This is an optimization exercise on Yosys and OpenROAD, whose aim is small area, a short achievable clock period and few clock cycles per item, not a production implementation. Where RTL was checked, it was by simulation tests only, not by an equivalence proof against the original. Only the layout flow was run in runs 3 to 5; the RTL was not checked for function there. Power figures rest on the tool's default switching activity, not on a simulated workload.

==> flow/config.mk <==
export PLATFORM = sky130hd
export DESIGN_NAME = instr_mem_pipe
export DESIGN_NICKNAME = instr_mem_pipe
export VERILOG_FILES = /design/flow/design.v
export SDC_FILE = /design/flow/constraint.sdc
export NUM_CORES = 4
export LEC_CHECK = 0
export CAP_MARGIN = 20
export CORE_MARGIN = 2
export CORE_UTILIZATION = 45
export SETUP_SLACK_MARGIN = 1.2
export SLEW_MARGIN = 20
==> flow/constraint.sdc <==
create_clock -name core_clock -period 3.5 [get_ports {clk}]
set_input_delay 0.7000 -clock core_clock [delete_from_list [all_inputs] [get_ports {clk}]]
set_output_delay 0.7000 -clock core_clock [all_outputs]
set_load 0.01 [all_outputs]
==> flow/design.v <==
module instr_mem_pipe #(
    parameter int                DATA_W = 32,
    parameter int                DEPTH  = 64,
    parameter int                ADDR_W = 32,
    parameter logic [DATA_W-1:0] FILL   = 32'h0000_0013
) (
    input  logic              clk,
    input  logic              reset_n,
    input  logic              req_valid,
    output logic              req_ready,
    input  logic [ADDR_W-1:0] req_addr,
    output logic              resp_valid,
    input  logic              resp_ready,
    output logic [DATA_W-1:0] resp_data,
    output logic              resp_fault,
    input  logic              wr_en,
    input  logic [ADDR_W-1:0] wr_addr,
    input  logic [DATA_W-1:0] wr_data,
    output logic              busy
);
    localparam int BYTES = DATA_W / 8;
    localparam int OFF   = $clog2(BYTES);
    localparam int IDX_W = $clog2(DEPTH);
    localparam logic [ADDR_W:0] LIMIT = (ADDR_W + 1)'(DEPTH * BYTES);
    logic              r_busy;
    logic [DATA_W-1:0] r_mem [DEPTH];
    logic              r_resp_valid;
    logic [DATA_W-1:0] r_resp_data;
    logic              r_resp_fault;
    logic              w_req_ok;
    logic [IDX_W-1:0]  w_req_idx;
    logic              w_wr_ok;
    logic [IDX_W-1:0]  w_wr_idx;
    logic              w_req_ready;
    logic              w_accept;
    function automatic logic addr_ok(input logic [ADDR_W-1:0] a);
        addr_ok = (a[OFF-1:0] == '0) && ({1'b0, a} < LIMIT);
    endfunction
    always_comb begin
        w_req_ok  = addr_ok(req_addr);
        w_req_idx = req_addr[OFF+IDX_W-1:OFF];
        w_wr_ok   = addr_ok(wr_addr);
        w_wr_idx  = wr_addr[OFF+IDX_W-1:OFF];
    end
    always_comb begin
        w_req_ready = !r_busy && (!r_resp_valid || resp_ready);
        w_accept    = req_valid && w_req_ready;
    end
    always_ff @(posedge clk or negedge reset_n) begin
        if (!reset_n) r_busy <= 1'b1;
        else          r_busy <= 1'b0;
    end
    logic [DATA_W-1:0] w_wdata;
    logic [DEPTH-1:0]  w_we;
    always_comb begin
        w_wdata = (wr_data & {DATA_W{!r_busy}}) | (FILL & {DATA_W{r_busy}});
        for (int i = 0; i < DEPTH; i++) begin
            w_we[i] = r_busy || (wr_en && w_wr_ok && w_wr_idx == IDX_W'(i));
        end
    end
    always_ff @(posedge clk) begin
        for (int i = 0; i < DEPTH; i++) begin
            if (w_we[i]) begin
                r_mem[i] <= w_wdata;
            end
        end
    end
    always_ff @(posedge clk or negedge reset_n) begin
        if (!reset_n) begin
            r_resp_valid <= 1'b0;
        end else if (w_accept) begin
            r_resp_valid <= 1'b1;
        end else if (resp_ready) begin
            r_resp_valid <= 1'b0;
        end
    end
    always_ff @(posedge clk) begin
        if (w_req_ready) begin
            r_resp_data  <= w_req_ok ? r_mem[w_req_idx] : FILL;
            r_resp_fault <= !w_req_ok;
        end
    end
    always_comb begin
        req_ready  = w_req_ready;
        resp_valid = r_resp_valid;
        resp_data  = r_resp_data;
        resp_fault = r_resp_fault;
        busy       = r_busy;
    end
endmodule
==> flow/run.sh <==
#!/bin/bash
# synth_recipe.tcl (not shown) runs the flow's synth.tcl, then flattens the netlist and writes it again
# the make line also repeats each setting of config.mk as NAME=value (left out here)
make -C /OpenROAD-flow-scripts/flow DESIGN_CONFIG=/design/flow/config.mk WORK_HOME=/design/flow/orfs CLKGATE_MAP_FILE= SYNTH_SCRIPT=/design/flow/synth_recipe.tcl finish
==> impl_metrics.ini, run 1 <==
[global_route]
antenna_found_initial = 26
grt_max_degree = 65
grt_pass1_wl_um = 405600
gr-usage-all-layers_pct = 34.68
grt_pass1_vias = 47400
overflow = 0

[synth]
ys_seq_area_share_pct = 81.26
synth_top_area_share_pct = 81.20
synth_area_leaders = edfxtp_1 81%, a22oi_1 7.4%, nand4_1 1.1%
synth_cell_types = 67
synthCells = 4165
synth_top_cell_by_area = edfxtp_1
synth_ff_type = edfxtp_1
avgSynthCellArea_sq_um = 18.48
async_flop_share_pct = 0.09602
yosys_warnings = 2
ys_ff_latch = 2083
syn_nets = 4266
synth_area_sq_um = 76960
synth_edf_count = 2081

[worst_setup_path]
crit_path_cell_trace = buf_4 > inv_12 > buf_4 > o21ai_4 > buf_12
worst-path-max-fanout = 53
r2r_slack_ns = 0.91
setup.worst_path.start = r_busy
critPathBufInv = 4
crit_path_end = r_mem[40][5]
slowest_delay_ns = 0.66
critical-path-slowest-cell = dfstp_4
critPathCaptureType = flip-flop
cp_common_cell = buf_4
r2r-start = r_busy
reg2reg_depth = 5
reg2reg_to = r_mem[40][5]
crit_required_ns = 4.02
path_class = flip-flop to flip-flop
cp.arrival_ns = 3.11
path_depth = 5
start_kind = flip-flop
path_delay_family = buffers and inverters

[finish]
syn_to_final_growth_pct = 27.90
layout.nets = 5182
drive_gt1_share_pct = 27.75

[timing]
post-route-period-util_pct = 73.88
rsz0062_at_grt = yes
slew_violations = 0
finalSetupViolCount = 0
max_freq_mhz = 386.7
hold_viol_final = 0
slew_headroom_pct = 26.31
worst_slack_ns = 0.9143
worstMarginPinSlew_ns = 1.095
fin_crit_ns = 2.586
skew_ns = 0.06125

[route]
drt_first_pass_iters = 8
drc = 0
drtIter0Drc = 9189
via_count = 50480
ant_nets = 0
finalWirelength_um = 309200
vias_per_cell = 6.757
wl_per_cell_um = 41.39

[power]
combPwrFrac_pct = 7.1
switching_share_pct = 23.20
power.switching_mw = 12.56
clock_power_share_pct = 38.6
p_int_mw = 41.56
ir_drop_mv = 0.5979
cellPowerDensity_nw_per_um2 = 549.7
finalPower_mw = 54.11
p_leak_nw = 35.34
p_seq_share_pct = 54.3

[die]
io_pins = 137
die-area_sq_um = 174300
row_count = 151
die_h_um = 417.6
die_w_um = 417.6
coreArea_sq_um = 169700
start_util_pct = 45.36

[place]
gp_congestion = 0.9669
io_buffers = 136
dp_slack_ns = -0.6847
dpl.hpwl_um = 190400

[hold_path]
holdCritPathClass = input pin to flip-flop
hold_path_depth = 2

[cts]
clock_tree.root_cell = clkbuf_16
cts_tree = yes
cts.sinks = 2083
cts_max_level = 4
cts_max_path_buffers = 3
clk_transition_reported_paths_ns = 0.06
insertion_delay_ns = 0.88
cts_buffers = 203

[run]
maxCapViolCount = 0

[outcome]
status = timing/DRC/antenna clean
## sequential cells by signal, indices dropped and copies added, names as in the netlist
name and count:
r_busy 1, r_resp_valid 1, r_mem 2048, r_resp_fault 1
r_resp_data 32
## power groups by stage
stage	sequential (mW)	combinational, mW	clock, mW
finish	29.4	3.85	20.9
detailed placement	29.9	3.17	0
CTS	29.4	3.62	20.9
global route	29.5	3.84	21.8
global placement	29.9	3.14	0
floorplan	29.8	1.17	0
## worst min path at each step
stage,startpoint,to,slack (ns)
after floorplan,reset_n,r_resp_valid,0.40
after global routing,req_valid,r_resp_valid,0.46
after CTS,req_valid,r_resp_valid,0.41
after global placement,r_resp_valid,r_resp_valid,0.58
final,req_valid,r_resp_valid,0.45
after detailed placement,r_resp_valid,r_resp_valid,0.57
## cell type report
| type | instances | area, sq um |
|---|---|---|
| sequential | 2083 | 62550 |
| timing repair buffer | 940 | 11290 |
| fill | 12600 | 71220 |
| inverter | 3 | 23.77 |
| antenna | 9 | 22.52 |
| multi-input combinational | 1850 | 15540 |
| tap | 2218 | 2775 |
| clock buffer | 251 | 5260 |
| clock inverter | 116 | 979.7 |
## cells in the mapped netlist (all sizes together) (48+ instances only)
| cell type | instances |
|---|---|
| edfxtp | 2081 |
| nor4 | 57 |
| and3 | 56 |
| mux2i | 69 |
| o21ai | 99 |
| nand2 | 129 |
| nor3 | 91 |
| buf | 150 |
| a22o | 48 |
| a22oi | 760 |
| nand4 | 139 |
| clkbuf | 84 |
## what timing repair did
item                                    CTS  global route
pin swaps                                59            57
buffers inserted                         96            41
hold buffers                              1             0
gates resized for setup                 362           138
gates cloned                             34             9
setup endpoints to repair              2940          2965
endpoints found under the hold margin     1             0
## routing by layer
layer	share of wire (%)	global-route usage (%)	wire, um	vias up
li1	-	-	-	19440
met1	35	44.88	107500	25820
met2	43	51.06	134200	4261
met3	14	11.04	44290	946
met4	7.5	21.37	23190	16
met5	0.033	0	103	-
## cells by family after synthesis
| family | Yosys count | synth area share [%] |
|---|---|---|
| other | 1 | 0.004873 |
| DFF | 2083 | 81.26 |
| muxes | 114 | 1.556 |
| and+or+nand+nor | 641 | 5.055 |
| buffers and inverters | 237 | 1.635 |
| AOI/OAI and AO/OA | 1089 | 10.49 |
## through the flow
stage | TNS [ns] | cells | instance area (sq um) | hold WS (ns) | utilization [%]
CTS | 0 | 7411 | 97270 | 0.4144 | 57.33
finish | 0 | 7470 | 98440 | 0.4517 | 58.02
global route | 0 | 7465 | 98420 | 0.4619 | 58.01
global placement | -13.48 | 6911 | 87980 | 0.5818 | 51.86
detailed placement | -10.31 | 6913 | 88050 | 0.5725 | 51.90
floorplan | 0 | 4165 | 77770 | 0.4044 | -
## layout by cell type (no fill, tap or decap), drive strengths merged, types with 48 or more instances in the layout
cell type	count
and3	56
nor4	57
clkbuf	268
a22oi	760
clkinv	101
nand2	129
a22o	48
nand4	139
mux2i	69
clkdlybuf4s50	67
o21ai	99
edfxtp	2081
buf	810
nor3	91
Testbench counts, summed over its fixed seeds: cycles 12,528, items 12,000.
==> inputs of run 2 (changes only) <==
--- a/flow/config.mk
+++ b/flow/config.mk
@@ -7,6 +7,5 @@
 export LEC_CHECK = 0
 export CAP_MARGIN = 20
 export CORE_MARGIN = 2
-export CORE_UTILIZATION = 45
-export SETUP_SLACK_MARGIN = 1.2
+export CORE_UTILIZATION = 40
 export SLEW_MARGIN = 20
==> impl_metrics.ini, run 2 <==
[synth]
ys_ff_latch = 2083
yosys_warnings = 2
synthXorXnorAreaFrac_pct = 0
synthCells = 4165
synth_top_cell_by_area = edfxtp_1
synth_common_cells = 2,081 x edfxtp_1, 760 x a22oi_1, 139 x nand4_1
synth_ff_type = edfxtp_1
synth_area_leaders = edfxtp_1 81%, a22oi_1 7.4%, nand4_1 1.1%
synth_edf_count = 2081
synth_compound_area_share_pct = 10.49
async_flop_share_pct = 0.09602
synthAdderAreaFrac_pct = 0
synth_area_sq_um = 76960
synth-simple-area-share_pct = 5.054
syn_nets = 4266
yosysMostFrequentCell = edfxtp_1
synth_top_family_by_area = compound AO/OA/AOI/OAI gates
synthMuxAreaShare_pct = 1.556
avgSynthCellArea_sq_um = 18.48
ys_seq_area_share_pct = 81.26
synth_cell_types = 67
synth_top_area_share_pct = 81.20

[cts]
insertion_delay_ns = 0.89
cts_resized = 0
cts_max_level = 4
clk_transition_reported_paths_ns = 0.06
cts_tree = yes
postCtsSetupBuffers = 0
cts.sinks = 2083
cts_buffers = 203
cts_max_path_buffers = 3
postCtsHoldBufs = 1
clock_tree.root_cell = clkbuf_16

[route]
ant_nets = 0
wl_per_cell_um = 38.10
drtIter0Drc = 9001
via_count = 48560
finalWirelength_um = 287700
drt_first_pass_iters = 6
drc = 0
vias_per_cell = 6.432

[worst_setup_path]
crit_path_cell_trace = clkdlybuf4s50_1 > buf_12 > buf_12 > and4b_1 > nand2_1 > buf_12 > buf_4 > o211ai_1 > nor4_1 > a211oi_1
critical-path-slowest-cell = nor4_1
reg2reg_depth = 6
crit_required_ns = 4.07
start_kind = input pin
cp.arrival_ns = 3.68
reg2reg_to = r_resp_data[31]
r2r-start = r_mem[61][31]
worst-path-max-fanout = 10
critPathBufInv = 5
cp_common_cell = buf_12
critPathCaptureType = flip-flop
path_delay_family = simple AND/OR/NAND/NOR gates
slowest_delay_ns = 0.74
path_class = input pin to flip-flop
r2r_slack_ns = 1.08

[finish]
drive_gt1_share_pct = 22.03
multiInputGateArea_sq_um = 14440
syn_to_final_growth_pct = 23.03
n_fill_cell = 15460
largest-register = r_mem
final_cell_mix = 2,081 x edfxtp_1, 760 x a22oi_1, 425 x buf_4
reg_top3 = r_mem: 2048 flops, r_resp_data: 32 flops
final_util_pct = 49.68
regArea_sq_um = 62550
antenna_cells = 0
layout.nets = 4981
largest_register_ffs = 2048
final_common_cell = edfxtp_1

[place]
io_buffers = 136
dp_slack_ns = -0.5128
dpl.hpwl_um = 190800
gp_congestion = 0.9562

[die]
die_w_um = 442.6
die_h_um = 442.6
die-area_sq_um = 195900
row_count = 160
io_pins = 137
coreArea_sq_um = 190600
start_util_pct = 40.38

[timing]
post-route-period-util_pct = 89.06
worst_slack_ns = 0.3830
rsz0062_at_grt = no
slew_headroom_pct = 18.01
tns_ns = 0
finalSetupViolCount = 0
fin_crit_ns = 3.117
hold_viol_final = 0
max_freq_mhz = 320.8
worstMarginPinSlew_ns = 1.230
skew_ns = 0.05392
slew_violations = 0

[hold_path]
hold_path_depth = 2
min_to = r_resp_valid
holdCritPathClass = input pin to flip-flop
hp-start = req_valid

[power]
ir_drop_mv = 0.5555
finalPower_mw = 53.85
cellPowerDensity_nw_per_um2 = 568.7
p_leak_nw = 33.14

[run]
maxCapViolCount = 0

[outcome]
status = timing/DRC/antenna clean

[global_route]
gr-usage-all-layers_pct = 28.66
antenna_found_initial = 11
grt_max_degree = 65
grt_pass1_wl_um = 384300
grt_pass1_vias = 45640
overflow = 0
[run 2: cell count changes in the layout (fill, tap and decap cells not counted), sizes merged, moves of 9 or more]
cell | before | now
bufbuf | 17 | 0
clkinv | 101 | 80
dlymetal6s2s | 12 | 0
clkdlybuf4s50 | 67 | 131
clkbuf | 268 | 256
clkdlybuf4s15 | 10 | 0
buf | 810 | 612
diode | 9 | 0
[run 2: worst max-delay path by stage]
stage / start / to / slack (ns) / cells after the start
global route: req_addr[2] / r_resp_data[10] / 0.30 / 12
detailed placement: req_addr[2] / r_resp_data[10] / -0.51 / 10
global placement: req_addr[2] / r_resp_data[28] / -0.58 / 12
floorplan: wr_addr[25] / r_mem[31][0] / -0.86 / 6
CTS: r_busy / req_ready / 0.36 / 3
finish: req_addr[2] / r_resp_data[16] / 0.38 / 10
[run 2: metrics by stage]
| step | instances | cell area [sq um] | hold WS, ns |
|---|---|---|---|
| 2_1_floorplan | 4165 | 77070 | 0.4044 |
| 3_3_place_gp | 7183 | 88290 | 0.5801 |
| 3_5_place_dp | 7185 | 88320 | 0.5979 |
| 6_report | 7550 | 94680 | 0.4802 |
| 5_1_grt | 7550 | 94680 | 0.4732 |
| 4_1_cts | 7550 | 94680 | 0.4435 |
[run 2: cell families (layout without fill, tap and decap cells)]
logic type,count (synthesis),in the layout
compound gates,1089,1089
buf+inv,237,1111
flops,2083,2083
mux,114,114
other cells,1,1
simple gates,641,641
[run 2: area by class of cell]
class                      count  share of cell area [%]
clock buffer                 256                   5.575
clock inverter               108                   1.135
inverter                       3                 0.01718
multi-input combinational   1845                   15.25
sequential                  2083                   66.06
tap                         2511                   3.318
timing repair buffer         744                   8.650
[run 2: per-layer routing]
| metal | track usage [%] | wire length [um] | part of all wire (%) |
|---|---|---|---|
| met3 | 7.719 | 36080 | 13 |
| met4 | 15.08 | 18550 | 6.4 |
| met2 | 43.89 | 128400 | 45 |
| met1 | 37.42 | 104600 | 36 |
| met5 | 0.1465 | 115 | 0.040 |
[run 2: where the power goes]
part | switching [mW] | internal [mW]
clock | 9.49 | 11.7
combinational | 2.31 | 0.912
sequential | 0.389 | 29.0
[run 2: worst register-to-register path: stages (launching register included)]
cell and delay [ns]:
edfxtp_1 0.35, mux2i_1 0.30, a2bb2oi_1 0.44, and4_1 0.25, nor4b_1 0.56, buf_4 0.21
a31oi_1 0.06
==> inputs of run 3 (changes only) <==
--- a/flow/design.v
+++ b/flow/design.v
@@ -50,18 +50,12 @@
         if (!reset_n) r_busy <= 1'b1;
         else          r_busy <= 1'b0;
     end
-    logic [DATA_W-1:0] w_wdata;
-    logic [DEPTH-1:0]  w_we;
-    always_comb begin
-        w_wdata = (wr_data & {DATA_W{!r_busy}}) | (FILL & {DATA_W{r_busy}});
-        for (int i = 0; i < DEPTH; i++) begin
-            w_we[i] = r_busy || (wr_en && w_wr_ok && w_wr_idx == IDX_W'(i));
-        end
-    end
     always_ff @(posedge clk) begin
         for (int i = 0; i < DEPTH; i++) begin
-            if (w_we[i]) begin
-                r_mem[i] <= w_wdata;
+            if (r_busy) begin
+                r_mem[i] <= FILL;
+            end else if (wr_en && w_wr_ok && w_wr_idx == IDX_W'(i)) begin
+                r_mem[i] <= wr_data;
             end
         end
     end
--- a/flow/config.mk
+++ b/flow/config.mk
@@ -7,5 +7,6 @@
 export LEC_CHECK = 0
 export CAP_MARGIN = 20
 export CORE_MARGIN = 2
-export CORE_UTILIZATION = 40
+export CORE_UTILIZATION = 60
+export SETUP_SLACK_MARGIN = 1.5
 export SLEW_MARGIN = 20
==> impl_metrics.ini, run 3 <==
[outcome]
status = did not finish
stop_stage = 5_1_grt
tool.error = [ERROR GRT-0116] Global routing finished with congestion. Check the congestion regions in the DRC Viewer.

[global_route]
grt_max_degree = 172
gr-usage-all-layers_pct = 113.4
overflow = 18980
grt_pass1_vias = 131700
grt_pass1_wl_um = 1165000

[place]
gp_congestion = 1.119
dp_slack_ns = -0.3987
dpl.hpwl_um = 329800
dpl_cell_area_sq_um = 96230
io_buffers = 136

[synth]
yosys_warnings = 2
synthCells = 11300
async_flop_share_pct = 0.09602
synth_top_area_share_pct = 47.87
synth_cell_types = 70
syn_nets = 11400
yosysMostFrequentCell = nand2_1
synth_area_leaders = dfxtp_1 48%, nand2_1 19%, a21oi_1 11%
ys_seq_area_share_pct = 49.08
avgSynthCellArea_sq_um = 7.583
synth_common_cells = 4,254 x nand2_1, 2,048 x dfxtp_1, 1,895 x a21oi_1
synth_edf_count = 33
synth_ff_type = dfxtp_1
ys_ff_latch = 2083
synth_top_cell_by_area = dfxtp_1
synth_area_sq_um = 85660

[die]
io_pins = 137
row_count = 138
die_w_um = 381.8
start_util_pct = 60.50
die_h_um = 381.8

[cts]
cts_max_level = 4
cts_max_path_buffers = 3
clock_tree.root_cell = clkbuf_16
cts.sinks = 2083
cts_buffers = 206
==> run 3: cell types whose count changed after synthesis, moves of 60 or more <==
| cell | delta |
|---|---|
| nand2_1 | +4127 |
| a21oi_1 | +1866 |
| dfxtp_1 | +2048 |
| nand3_1 | +225 |
| edfxtp_1 | -2048 |
| o21ai_0 | -78 |
| clkbuf_1 | +763 |
| and3_1 | +60 |
| buf_2 | +150 |
| a22oi_1 | -75 |
==> run 3: worst max path at each step <==
| stage | start | endpoint |
|---|---|---|
| after CTS | r_busy | req_ready |
| after detailed placement | req_addr[4] | r_resp_data[22] |
| after global placement | req_addr[4] | r_resp_data[22] |
| after floorplan | req_addr[4] | r_resp_data[20] |
==> run 3: cells by family after synthesis <==
kind of cell | count (synthesis) | synth area share, %
buffers and inverters | 1147 | 5.514
other | 1 | 0.004378
flip-flops | 2083 | 49.08
AND/OR/NAND/NOR | 5114 | 24.45
multiplexers | 78 | 0.9670
AO/OA/AOI/OAI | 2873 | 19.99
==> run 3: through the flow <==
stage          std cells  hold slack [ns]
2_1_floorplan      11300           0.4044
3_3_place_gp       12950           0.4380
3_5_place_dp       12960           0.4432
4_1_cts            14320           0.1096
==> run 3: power groups by stage <==
stage                     sequential [mW]  combinational (mW)  clock [mW]
after detailed placement             24.3                2.05           0
after CTS                            23.8                2.75        22.5
after floorplan                      24.3               0.981           0
after global placement               24.3                2.04           0
==> run 3: what timing repair did <==
action | in CTS
gates resized for setup | 3244
cloned | 283
endpoints found under the setup margin | 2116
buffers inserted | 696
pin swaps | 1444
hold endpoints to repair | 1
hold buffers | 1
==> run 3: layer usage <==
metal  overflow  track usage [%]
met4       2748            113.8
met5        246            93.82
met2      11420            136.7
met3       1897            100.4
met1       2670            103.6
==> inputs of run 4 (changes only) <==
--- a/flow/design.v
+++ b/flow/design.v
@@ -22,7 +22,13 @@
     localparam int OFF   = $clog2(BYTES);
     localparam int IDX_W = $clog2(DEPTH);
     localparam logic [ADDR_W:0] LIMIT = (ADDR_W + 1)'(DEPTH * BYTES);
-    logic              r_busy;
+    typedef enum logic {
+        ST_INIT = 1'b0,
+        ST_RUN  = 1'b1
+    } state_t;
+    state_t            r_state;
+    state_t            w_state_nxt;
+    logic [IDX_W-1:0]  r_init_cnt;
     logic [DATA_W-1:0] r_mem [DEPTH];
     logic              r_resp_valid;
     logic [DATA_W-1:0] r_resp_data;
@@ -33,6 +39,10 @@
     logic [IDX_W-1:0]  w_wr_idx;
     logic              w_req_ready;
     logic              w_accept;
+    logic [DATA_W-1:0] w_rd_word;
+    logic              w_mem_we;
+    logic [IDX_W-1:0]  w_mem_idx;
+    logic [DATA_W-1:0] w_mem_wdata;
     function automatic logic addr_ok(input logic [ADDR_W-1:0] a);
         addr_ok = (a[OFF-1:0] == '0) && ({1'b0, a} < LIMIT);
     endfunction
@@ -43,35 +53,61 @@
         w_wr_idx  = wr_addr[OFF+IDX_W-1:OFF];
     end
     always_comb begin
-        w_req_ready = !r_busy && (!r_resp_valid || resp_ready);
+        w_req_ready = (r_state == ST_RUN) && (!r_resp_valid || resp_ready);
         w_accept    = req_valid && w_req_ready;
+        w_rd_word   = r_mem[w_req_idx];
     end
     always_ff @(posedge clk or negedge reset_n) begin
-        if (!reset_n) r_busy <= 1'b1;
-        else          r_busy <= 1'b0;
+        if (!reset_n) begin
+            r_state    <= ST_INIT;
+            r_init_cnt <= '0;
+        end else begin
+            r_state <= w_state_nxt;
+            if (r_state == ST_INIT) begin
+                r_init_cnt <= r_init_cnt + IDX_W'(1);
+            end
+        end
+    end
+    always_comb begin
+        w_state_nxt = r_state;
+        case (r_state)
+            ST_INIT: begin
+                if (r_init_cnt == IDX_W'(DEPTH - 1)) begin
+                    w_state_nxt = ST_RUN;
+                end
+            end
+            ST_RUN:  w_state_nxt = ST_RUN;
+            default: w_state_nxt = ST_INIT;
+        endcase
+    end
+    always_comb begin
+        w_mem_we    = 1'b0;
+        w_mem_idx   = w_wr_idx;
+        w_mem_wdata = wr_data;
+        if (r_state == ST_INIT) begin
+            w_mem_we    = 1'b1;
+            w_mem_idx   = r_init_cnt;
+            w_mem_wdata = FILL;
+        end else if (wr_en && w_wr_ok) begin
+            w_mem_we = 1'b1;
+        end
     end
     always_ff @(posedge clk) begin
-        for (int i = 0; i < DEPTH; i++) begin
-            if (r_busy) begin
-                r_mem[i] <= FILL;
-            end else if (wr_en && w_wr_ok && w_wr_idx == IDX_W'(i)) begin
-                r_mem[i] <= wr_data;
-            end
+        if (w_mem_we) begin
+            r_mem[w_mem_idx] <= w_mem_wdata;
         end
     end
     always_ff @(posedge clk or negedge reset_n) begin
         if (!reset_n) begin
             r_resp_valid <= 1'b0;
+            r_resp_data  <= '0;
+            r_resp_fault <= 1'b0;
         end else if (w_accept) begin
             r_resp_valid <= 1'b1;
+            r_resp_data  <= w_req_ok ? w_rd_word : FILL;
+            r_resp_fault <= !w_req_ok;
         end else if (resp_ready) begin
             r_resp_valid <= 1'b0;
-        end
-    end
-    always_ff @(posedge clk) begin
-        if (w_req_ready) begin
-            r_resp_data  <= w_req_ok ? r_mem[w_req_idx] : FILL;
-            r_resp_fault <= !w_req_ok;
         end
     end
     always_comb begin
@@ -79,6 +115,6 @@
         resp_valid = r_resp_valid;
         resp_data  = r_resp_data;
         resp_fault = r_resp_fault;
-        busy       = r_busy;
+        busy       = (r_state == ST_INIT);
     end
 endmodule
--- a/flow/config.mk
+++ b/flow/config.mk
@@ -7,6 +7,5 @@
 export LEC_CHECK = 0
 export CAP_MARGIN = 20
 export CORE_MARGIN = 2
-export CORE_UTILIZATION = 60
-export SETUP_SLACK_MARGIN = 1.5
+export CORE_UTILIZATION = 40
 export SLEW_MARGIN = 20
==> impl_metrics.ini, run 4 <==
[synth]
yosys_warnings = 1
synthXorXnorAreaFrac_pct = 0.05489
yosysMostFrequentCell = edfxtp_1
synth_top_area_share_pct = 77.09
synth_common_cells = 2,048 x edfxtp_1, 573 x mux4_2, 102 x a22oi_1
async_flop_share_pct = 1.963
synth_ff_type = edfxtp_1
synth_cell_types = 43
synth_top_cell_by_area = edfxtp_1
synth_area_sq_um = 79780
synthAdderAreaFrac_pct = 0.01568
synth_top_family_by_area = multiplexers
synthCells = 3378
syn_nets = 3480
synth_compound_area_share_pct = 1.722
synth_area_leaders = edfxtp_1 77%, mux4_2 16%, dfrtp_1 1.3%
synthMuxAreaShare_pct = 16.92
ys_ff_latch = 2089
ys_seq_area_share_pct = 78.38
synth_edf_count = 2048
avgSynthCellArea_sq_um = 23.62
synth-simple-area-share_pct = 1.695

[timing]
worstMarginPinSlew_ns = 1.098
finalSetupViolCount = 0
slew_headroom_pct = 26.78
post-route-period-util_pct = 94.75
slew_violations = 0
max_freq_mhz = 301.5
hold_viol_final = 0
skew_ns = 0.03106
fin_crit_ns = 3.316
rsz0062_at_grt = no
fin_hold_ws_ns = 0.5012

[power]
cellPowerDensity_nw_per_um2 = 528.9
p_leak_nw = 24.85
finalPower_mw = 50.41
ir_drop_mv = 0.5295

[cts]
cts_buffers = 208
clk_transition_reported_paths_ns = 0.06
cts_max_level = 4
cts_tree = yes
cts.sinks = 2089
cts_max_path_buffers = 3
cts_resized = 0
postCtsSetupBuffers = 0
insertion_delay_ns = 0.84
postCtsHoldBufs = 1
clock_tree.root_cell = clkbuf_16

[worst_setup_path]
critPathCaptureType = primary output
start_kind = flip-flop
slowest_delay_ns = 0.56
critical-path-slowest-cell = clkdlybuf4s50_1
path_delay_family = buffers and inverters
path_depth = 3
path_class = flip-flop to primary output
critPathBufInv = 3
reg2reg_depth = 8
cp.arrival_ns = 2.62
crit_path_cell_trace = buf_4 > clkinv_1 > clkdlybuf4s50_1
worst-path-max-fanout = 32
crit_required_ns = 2.80

[route]
drt_first_pass_iters = 6
wl_per_cell_um = 33.01
drc = 0
via_count = 38870
vias_per_cell = 5.810
ant_nets = 0
finalWirelength_um = 220800
drtIter0Drc = 5269

[die]
die-area_sq_um = 203000
row_count = 163
die_h_um = 450.6
die_w_um = 450.6
coreArea_sq_um = 197800
start_util_pct = 40.33
io_pins = 137

[finish]
final_util_pct = 48.18
drive_gt1_share_pct = 32.47
syn_to_final_growth_pct = 19.47
reg_top3 = r_mem: 2048 flops, r_resp_data: 32 flops, r_init_cnt: 6 flops
largest_register_ffs = 2048
largest-register = r_mem
final_area_sq_um = 95310
layout.nets = 3971
final_cell_mix = 2,048 x edfxtp_1, 573 x mux4_2, 209 x clkbuf_16
final_common_cell = edfxtp_1

[outcome]
status = timing/DRC/antenna clean

[hold_path]
holdCritPathClass = flip-flop to flip-flop
hold_path_depth = 1

[global_route]
grt_max_degree = 65
gr-usage-all-layers_pct = 21.69
antenna_found_initial = 20
overflow = 0
grt_pass1_vias = 38920
grt_pass1_wl_um = 308700

[place]
dpl.hpwl_um = 142500
dpl_cell_area_sq_um = 88520
gp_congestion = 0.9113
io_buffers = 136

[run]
maxCapViolCount = 0
## run 4: changes by cell type after synthesis, moves of 572 or more
| cell | change |
|---|---|
| edfxtp_1 | +2015 |
| a22oi_1 | -583 |
| a21oi_1 | -1893 |
| mux4_2 | +572 |
| nand2_1 | -4199 |
| dfxtp_1 | -2048 |
| clkbuf_1 | -771 |
## run 4: power by group
| part | switching [mW] | total, mW | leakage [nW] | internal, mW |
|---|---|---|---|---|
| Sequential | 0 | 27.0 | 14.8 | 27.0 |
| Clock | 9.59 | 22.2 | 3.30 | 12.6 |
| Combinational | 0.673 | 1.23 | 6.71 | 0.556 |
| Total | 10.3 | 50.4 | 24.8 | 40.1 |
## run 4: cell families after synthesis
| logic type | Yosys count |
|---|---|
| xor+xnor | 5 |
| compound gates | 179 |
| flops | 2089 |
| simple gates | 277 |
| fa+ha+maj | 1 |
| mux | 632 |
| buf+inv | 195 |
## run 4: area by class of cell
cell class / instances / area [sq um]
fillers: 15820 / 102500
flip-flops and latches: 2089 / 62530
multi-input cells: 1094 / 16870
repair buffers: 466 / 5783
clock buffers: 248 / 5376
well taps: 2640 / 3303
clock inverters: 140 / 1400
inverters: 10 / 40.04
diodes: 3 / 7.507
## run 4: worst paths after layout
path | start | to | slack, ns
hold reg to reg | r_resp_fault | r_resp_fault | 0.50
max in group asynchronous | reset_n | r_state | 2.10
min in group asynchronous | reset_n | r_resp_data[5] | 0.58
hold / removal | r_resp_fault | r_resp_fault | 0.50
setup reg to reg | r_state | r_mem[27][18] | 0.62
setup / recovery | r_state | busy | 0.18
## run 4: routing by layer
| layer | global-route usage (%) | wire length, um |
|---|---|---|
| met3 | 4.118 | 18350 |
| met1 | 29.54 | 86120 |
| met5 | 0 | 20 |
| met4 | 7.259 | 7641 |
| met2 | 35.25 | 108700 |
## run 4: through the flow
stage / TNS [ns] / cells / setup WS, ns
global placement: -123.19 / 6298 / -0.1936
finish: 0 / 6690 / 0.1837
CTS: 0 / 6687 / 0.1177
global route: 0 / 6688 / 0.03604
detailed placement: -13.51 / 6298 / -0.08032
floorplan: -249.84 / 3378 / -0.1949
==> inputs of run 5 (changes only) <==
==> flow/design.v (replaced) <==
module instr_mem_pipe #(
    parameter int                DATA_W = 32,
    parameter int                DEPTH  = 64,
    parameter int                ADDR_W = 32,
    parameter logic [DATA_W-1:0] FILL   = 32'h0000_0013
) (
    input  logic              clk,
    input  logic              reset_n,
    input  logic              req_valid,
    output logic              req_ready,
    input  logic [ADDR_W-1:0] req_addr,
    output logic              resp_valid,
    input  logic              resp_ready,
    output logic [DATA_W-1:0] resp_data,
    output logic              resp_fault,
    input  logic              wr_en,
    input  logic [ADDR_W-1:0] wr_addr,
    input  logic [DATA_W-1:0] wr_data,
    output logic              busy
);
    localparam int BYTES = DATA_W / 8;
    localparam int OFF   = $clog2(BYTES);
    localparam int IDX_W = $clog2(DEPTH);
    localparam logic [ADDR_W:0] LIMIT = (ADDR_W + 1)'(DEPTH * BYTES);
    logic              r_busy;       
    logic              r_run;        
    logic              r_ready;
    logic [DATA_W-1:0] r_mem [DEPTH];
    logic              r_resp_valid;
    logic [DATA_W-1:0] r_resp_data;
    logic              r_resp_fault;
    logic              r_skid_valid;
    logic [DATA_W-1:0] r_skid_data;
    logic              r_skid_fault;
    logic              w_req_ok;
    logic [IDX_W-1:0]  w_req_idx;
    logic              w_wr_ok;
    logic [IDX_W-1:0]  w_wr_idx;
    logic              w_accept;
    logic              w_out_free;
    logic [DATA_W-1:0] w_rd_word;
    logic [DATA_W-1:0] w_new_data;
    logic [DATA_W-1:0] w_wdata;
    logic [DEPTH-1:0]  w_we;
    function automatic logic addr_ok(input logic [ADDR_W-1:0] a);
        addr_ok = (a[OFF-1:0] == '0) && ({1'b0, a} < LIMIT);
    endfunction
    always_comb begin
        w_req_ok  = addr_ok(req_addr);
        w_req_idx = req_addr[OFF+IDX_W-1:OFF];
        w_wr_ok   = addr_ok(wr_addr);
        w_wr_idx  = wr_addr[OFF+IDX_W-1:OFF];
    end
    always_comb begin
        w_accept   = req_valid && r_ready;
        w_out_free = !r_resp_valid || resp_ready;
        w_rd_word  = r_mem[w_req_idx];
        w_new_data = w_req_ok ? w_rd_word : FILL;
    end
    always_ff @(posedge clk or negedge reset_n) begin
        if (!reset_n) begin
            r_busy <= 1'b1;
            r_run  <= 1'b0;
        end else begin
            r_busy <= 1'b0;
            r_run  <= 1'b1;
        end
    end
    always_comb begin
        w_wdata = (wr_data & {DATA_W{r_run}}) | (FILL & {DATA_W{!r_run}});
        for (int i = 0; i < DEPTH; i++) begin
            w_we[i] = !r_run || (wr_en && w_wr_ok && w_wr_idx == IDX_W'(i));
        end
    end
    always_ff @(posedge clk) begin
        for (int i = 0; i < DEPTH; i++) begin
            if (w_we[i]) begin
                r_mem[i] <= w_wdata;
            end
        end
    end
    always_ff @(posedge clk or negedge reset_n) begin
        if (!reset_n) begin
            r_resp_valid <= 1'b0;
            r_skid_valid <= 1'b0;
            r_ready      <= 1'b0;
        end else begin
            if (w_out_free) begin
                r_resp_valid <= r_skid_valid || w_accept;
                r_skid_valid <= 1'b0;
                r_ready      <= 1'b1;
            end else begin
                r_skid_valid <= r_skid_valid || w_accept;
                r_ready      <= !(r_skid_valid || w_accept);
            end
        end
    end
    always_ff @(posedge clk) begin
        if (w_out_free) begin
            if (r_skid_valid) begin
                r_resp_data  <= r_skid_data;
                r_resp_fault <= r_skid_fault;
            end else begin
                r_resp_data  <= w_new_data;
                r_resp_fault <= !w_req_ok;
            end
        end
    end
    always_ff @(posedge clk) begin
        if (!w_out_free && !r_skid_valid) begin
            r_skid_data  <= w_new_data;
            r_skid_fault <= !w_req_ok;
        end
    end
    always_comb begin
        req_ready  = r_ready;
        resp_valid = r_resp_valid;
        resp_data  = r_resp_data;
        resp_fault = r_resp_fault;
        busy       = r_busy;
    end
endmodule
--- a/flow/config.mk
+++ b/flow/config.mk
@@ -7,5 +7,6 @@
 export LEC_CHECK = 0
 export CAP_MARGIN = 20
 export CORE_MARGIN = 2
-export CORE_UTILIZATION = 40
+export CORE_UTILIZATION = 45
+export SETUP_SLACK_MARGIN = 1.5
 export SLEW_MARGIN = 20
==> impl_metrics.ini, run 5 <==
[global_route]
grt_pass1_vias = 58840
gr-usage-all-layers_pct = 50.07
grt_pass1_wl_um = 576700
antenna_found_initial = 50
overflow = 0
grt_max_degree = 65

[synth]
synth_top_cell_by_area = edfxtp_1
synth_ff_type = edfxtp_1
async_flop_share_pct = 0.2360
avgSynthCellArea_sq_um = 18.12
ys_seq_area_share_pct = 80.83
ys_ff_latch = 2119
synth_area_leaders = edfxtp_1 81%, a22oi_1 6.0%, nand4_1 1.3%
synthCells = 4343
synth_area_sq_um = 78690
synth_top_area_share_pct = 80.67
syn_nets = 4444
synth_cell_types = 73
yosysMostFrequentCell = edfxtp_1
synth_common_cells = 2,114 x edfxtp_1, 634 x a22oi_1, 159 x nand4_1
yosys_warnings = 2
synth_edf_count = 2114

[timing]
hold_viol_final = 0
post-route-period-util_pct = 82.77
slew_violations = 0
worst_slack_ns = 0.6032
fin_crit_ns = 2.897
finalSetupViolCount = 0
rsz0062_at_grt = yes
worstMarginPinSlew_ns = 1.103
skew_ns = 0.04681
slew_headroom_pct = 25.87
max_freq_mhz = 345.2

[place]
place_inst = 7663
io_buffers = 136
gp_congestion = 1.016
dpl.hpwl_um = 265000
dp_slack_ns = -0.6737

[route]
drt_first_pass_iters = 13
met1Wirelength_um = 136500
vias_per_cell = 7.648
met2_length_um = 176200
wl_per_cell_um = 53.05
highest_layer = met5
wl_met3_um = 93290
drc = 0
ant_nets = 0
drtIter0Drc = 16410
finalWirelength_um = 467100
via_count = 67330

[worst_setup_path]
r2r-start = r_mem[55][13]
worst-path-max-fanout = 6
critical-path-slowest-cell = nor4_1
crit_path_cell_trace = buf_16 > buf_8 > buf_4 > nand2_1 > buf_4 > nor4_1 > a21oi_1 > nand4_1 > nor4_2 > buf_4 > a211oi_4 > buf_6 > mux2_4
reg2reg_depth = 8
crit_required_ns = 4.29
crit_path_end = r_resp_data[20]
slowest_delay_ns = 0.77
setup.worst_path.start = req_addr[5]
critPathCaptureType = flip-flop
cp.arrival_ns = 3.68
r2r_slack_ns = 0.72
cp_common_cell = buf_4
reg2reg_to = r_resp_data[13]
start_kind = input pin
path_class = input pin to flip-flop

[finish]
largest-register = r_mem
layout.nets = 6356
syn_to_final_growth_pct = 52.24
largest_register_ffs = 2048
final_cell_mix = 2,114 x edfxtp_1, 622 x buf_4, 565 x buf_12
final_common_cell = edfxtp_1
drive_gt1_share_pct = 43.44
reg_top3 = r_mem: 2048 flops, r_resp_data: 32 flops, r_skid_data: 32 flops
final_cells = 8804
final_util_pct = 68.92

[cts]
postCtsHoldBufs = 0
clk_transition_reported_paths_ns = 0.06
clock_tree.root_cell = clkbuf_16
cts_buffers = 210
insertion_delay_ns = 0.93
cts_tree = yes
cts.sinks = 2119
cts_max_path_buffers = 3
cts_max_level = 4

[run]
maxCapViolCount = 0

[power]
p_seq_share_pct = 51.0
combPwrFrac_pct = 11.8
switching_share_pct = 25.54
ir_drop_mv = 0.6209
p_leak_nw = 43.57
clock_power_share_pct = 37.2
cellPowerDensity_nw_per_um2 = 504.1
power.switching_mw = 15.43
p_int_mw = 44.96

[die]
die-area_sq_um = 178200
row_count = 153
die_h_um = 422.2
start_util_pct = 45.27
die_w_um = 422.2
coreArea_sq_um = 173800
io_pins = 137

[hold_path]
holdCritPathClass = input pin to async pin

[outcome]
status = timing/DRC/antenna clean
## run 5: layout make-up
| cell class | count | area (sq um) |
|---|---|---|
| clock buffers | 259 | 5460 |
| well taps | 2325 | 2909 |
| clock inverters | 128 | 1155 |
| multi-input cells | 1966 | 18080 |
| repair buffers | 1954 | 28430 |
| flip-flops and latches | 2119 | 63610 |
| diodes | 49 | 122.6 |
| inverters | 4 | 27.53 |
| fillers | 10630 | 54030 |
## run 5: kinds of logic after synthesis
| group | share of synthesized area, % |
|---|---|
| compound gates | 10.06 |
| buf+inv | 1.569 |
| flops | 80.83 |
| mux | 1.587 |
| other cells | 0.009544 |
| simple gates | 5.939 |
## run 5: layer usage
metal / vias to the layer above / GRT usage (%)
li1: 22300 / -
met1: 32760 / 55.97
met2: 8983 / 64.42
met3: 3215 / 31.67
met4: 78 / 44.28
met5: - / 8.414
## run 5: worst min-delay path by stage
stage	endpoint	slack, ns
2_1_floorplan	r_ready	0.40
3_3_place_gp	r_resp_valid	0.48
3_5_place_dp	r_resp_valid	0.50
4_1_cts	r_resp_valid	0.02
5_1_grt	r_run	0.04
6_report	r_resp_valid	0.04
## run 5: worst max-delay path, delay by kind of cell
| kind | cells | cell delay (ns) |
|---|---|---|
| buffers and inverters | 6 | 0.98 |
| AOI/OAI and AO/OA | 2 | 0.49 |
| and+or+nand+nor | 4 | 1.35 |
| muxes | 1 | 0.13 |
## run 5: what timing repair did
| item | in CTS | in global routing |
|---|---|---|
| cloned | 143 | 6 |
| pin swaps | 204 | 203 |
| setup buffers | 397 | 159 |
| endpoints found under the setup margin | 2880 | 2694 |
| gates resized for setup | 1219 | 359 |
## run 5: power groups by stage
stage | combinational [mW] | clock (mW) | sequential, mW
finish | 7.15 | 22.5 | 30.8
global route | 6.86 | 23.1 | 30.9
CTS | 6.20 | 22.0 | 30.6
detailed placement | 4.43 | 0 | 31.1
global placement | 4.40 | 0 | 31.1
floorplan | 1.32 | 0 | 31.0
## run 5: per-stage QoR
stage	setup TNS, ns	area [sq um]	hold WS [ns]	power, mW
6_report	0	119800	0.03706	60.39
5_1_grt	0	119700	0.03861	60.81
4_1_cts	0	116200	0.02108	58.82
3_5_place_dp	-37.47	96560	0.5044	35.56
3_3_place_gp	-21.62	96550	0.4843	35.45
2_1_floorplan	0	79490	0.4044	32.28

## re-timing with driven ports
The results above use ideal ports. As a check the final layouts listed here were re-extracted and re-timed, cells and wires unchanged. Step 1 (the two cells are an assumption about what drives the block):
set clk [get_ports {clk}]
set_driving_cell -lib_cell sky130_fd_sc_hd__clkbuf_16 $clk
set_driving_cell -lib_cell sky130_fd_sc_hd__buf_2 [delete_from_list [all_inputs] $clk]
Step 2, shift: input delay + t, output delay - t, t = (earliest + latest rising clock arrival at the registers) / 2. This alone moves slack from input paths to output paths. a / b / c = no drivers / after step 1 / after step 2; a / b = the first two.
run	t (ns)	slack for setup (ns)	hold WS [ns]	worst setup path after step 2	clock arrival spread, ns
run 1	0.941	0.914 / 0.842 / 0.184	0.452 / 0.393 / 0.625	input to register	0.067 / 0.067
run 2	0.951	0.383 / 0.341 / -0.498	0.480 / 0.415 / 0.616	input to register	0.057 / 0.056
run 4	0.913	0.184 / 0.100 / -0.106	0.501 / 0.500 / 0.501	input to register	0.039 / 0.039
run 5	0.988	0.603 / 0.441 / -0.547	0.037 / -0.023 / 0.516	input to register	0.066 / 0.066
Met with ideal ports but missed after step 2: setup timing in run 2, run 4 and run 5. For run 5, which loses most, drivers alone change the setup slack by -0.162 ns; drivers and shift together by -1.150 ns.
